This design comes from an exercise in tuning for small area and few clock cycles on the open sky130 flow, not from production work.
Only simulation tests tie the RTL to the original design; equivalence was not proved.
Power figures rest on the tool's default switching activity, not on a simulated workload.

the reference run:
## mipsCore
module mipsCore (
	input logic clk_i,
	input logic reset_i,
	input logic [31:0] instr_i,
	input logic [31:0] dataRdata_i,
	output logic [31:0] pc_o,
	output logic [31:0] dataAddr_o,
	output logic [31:0] dataWdata_o,
	output logic dataWe_o,
	output logic retire_o,
	output logic [31:0] retirePc_o,
	output logic [4:0] retireReg_o,
	output logic [31:0] retireData_o
);
Size: about 5600 cells after synthesis, about 60000 µm² of cells after synthesis.
export LEC_CHECK = 0
export CAP_MARGIN = 20
export CORE_MARGIN = 2
export CORE_UTILIZATION = 55
export CTS_CLUSTER_DIAMETER = 100
export CTS_CLUSTER_SIZE = 25
export SLEW_MARGIN = 20
export SYNTH_HIERARCHICAL = 1
create_clock -name core_clock -period 6.0 [get_ports {clk_i}]
run.sh (not shown) runs the stock make flow with config.mk's settings and CLKGATE_MAP_FILE= SYNTH_SCRIPT=/design/flow/synth_recipe.tcl, a recipe that flattens the netlist after the stock synthesis.
The reference run finished all stages; the layout is clean.
Testbench counts of the reference run, summed over its fixed seeds: cycles 54,290.
What the trial run does differently from the reference run at the input level:
==> flow/flow/run.sh (new file) <==
#!/bin/bash
# The standard layout, with the port buffers made of the smallest buffer cell
# instead of the delay buffer that buffer_ports picks by default.
set -euo pipefail
export BUFFER_PORTS_ARGS="-buffer_cell sky130_fd_sc_hd__buf_1"
bash standard.sh > standard.log 2>&1
==> flow/standard.sh (new file) <==
#!/bin/bash
# synth_recipe.tcl (not shown) runs the flow's synth.tcl, then flattens the netlist and writes it again
# the make line also repeats each setting of config.mk as NAME=value (left out here)
make -C /OpenROAD-flow-scripts/flow DESIGN_CONFIG=/design/flow/config.mk WORK_HOME=/design/flow/orfs CLKGATE_MAP_FILE= SYNTH_SCRIPT=/design/flow/synth_recipe.tcl "${@:-finish}"
removed: flow/run.sh
Notes after the runs:
The trial run gives more antenna diode instance count than the reference run did.
Hold slack was higher in the trial run than in the reference run.
Looking at library cell contributing the largest single delay on the critical path, the sky130_fd_sc_hd__or4_1 result is from the reference run; the sky130_fd_sc_hd__nor4_1 one comes from the trial run.
Higher worst reg-to-reg path cell count was reported by the reference run, not the trial run.

========
mipsCore, a different RTL version from the one above (not shown whole).
For scale: about 230 I/O pins, ~59000 sq um of cells after synthesis.
clock: 6.0 ns
lec_check: 0
cap_margin: 20
core_margin: 2
core_utilization: 55
cts_cluster_diameter: 100
cts_cluster_size: 25
slew_margin: 20
synth_hierarchical: 1
standard.sh (not shown) runs the stock make flow with config.mk's settings and CLKGATE_MAP_FILE= SYNTH_SCRIPT=/design/flow/synth_recipe.tcl, a recipe that flattens the netlist after the stock synthesis.
==> flow/flow/run.sh <==
#!/bin/bash
# The standard layout, with the port buffers made of the smallest buffer cell
# instead of the delay buffer that buffer_ports picks by default.
set -euo pipefail
export BUFFER_PORTS_ARGS="-buffer_cell sky130_fd_sc_hd__buf_1"
bash standard.sh > standard.log 2>&1
Testbench counts at the start, summed over its fixed seeds: cycles 54,290.
Rerun with:
==> flow/run.sh (new file) <==
#!/bin/bash
# synth_recipe.tcl (not shown) runs the flow's synth.tcl, then flattens the netlist and writes it again
# the make line also repeats each setting of config.mk as NAME=value (left out here)
make -C /OpenROAD-flow-scripts/flow DESIGN_CONFIG=/design/flow/config.mk WORK_HOME=/design/flow/orfs CLKGATE_MAP_FILE= SYNTH_SCRIPT=/design/flow/synth_recipe.tcl finish
- CORE_UTILIZATION: 55 -> 60
removed: flow/flow/run.sh
removed: flow/standard.sh
What happened: The new run finished clean; sequential power stays flat; combinational power rises by 4.8%; final area came out higher by 2.0%; worst setup slack loses 90 ps; wire length decreases by 2.6%.
Rerun with:
==> flow/flow/run.sh (new file) <==
#!/bin/bash
# The standard layout, with the port buffers made of the smallest buffer cell
# instead of the delay buffer that buffer_ports picks by default.
set -euo pipefail
export BUFFER_PORTS_ARGS="-buffer_cell sky130_fd_sc_hd__buf_1"
bash standard.sh > standard.log 2>&1
==> flow/standard.sh (new file) <==
#!/bin/bash
# synth_recipe.tcl (not shown) runs the flow's synth.tcl, then flattens the netlist and writes it again
# the make line also repeats each setting of config.mk as NAME=value (left out here)
make -C /OpenROAD-flow-scripts/flow DESIGN_CONFIG=/design/flow/config.mk WORK_HOME=/design/flow/orfs CLKGATE_MAP_FILE= SYNTH_SCRIPT=/design/flow/synth_recipe.tcl "${@:-finish}"
removed: flow/run.sh
Outcome:
- cell count falls slightly
- flip-flop and latch count is unchanged
- setup slack improved by 400 ps
- fmax is higher by a little under a tenth
- sequential power hardly moves
- area after synthesis is unchanged
- power went down slightly
- non-clock buffer count fell by 40
- first-iteration DRC count goes down slightly
- via count hardly moves

==> static timing again, ports no longer ideal <==
Ports are ideal in the flow. The routed layouts listed here were re-timed in OpenROAD. Step 1 (the two cells are an assumption about what drives the block):
set clk [get_ports {clk_i}]
set_driving_cell -lib_cell sky130_fd_sc_hd__clkbuf_16 $clk
set_driving_cell -lib_cell sky130_fd_sc_hd__buf_2 [delete_from_list [all_inputs] $clk]
Step 2, shift: input delay + t, output delay - t, t = (earliest + latest rising clock arrival at the registers) / 2. This alone moves slack from input paths to output paths. Three values: ideal ports, drivers, drivers and shift; two values: the first two.
run	t (ns)	setup slack, ns	worst slew at a driven data input, ns	pins driven straight from the clock port
the reference run	0.839	0.168 / 0.168 / -0.225	0.06	1
the trial run	0.820	0.196 / 0.196 / -0.253	0.10	1
the first run of note 2	0.833	0.284 / 0.284 / -0.188	0.08	1
the second run of note 2	0.822	0.194 / 0.194 / -0.376	0.06	1
the third run of note 2	0.817	0.597 / 0.597 / -0.079	0.06	1
With both steps, setup timing fails in every run listed, where it was met with ideal ports. The setup slack of the third run of note 2, which loses most, moves by 0.000 ns with the drivers and by -0.676 ns with both steps.
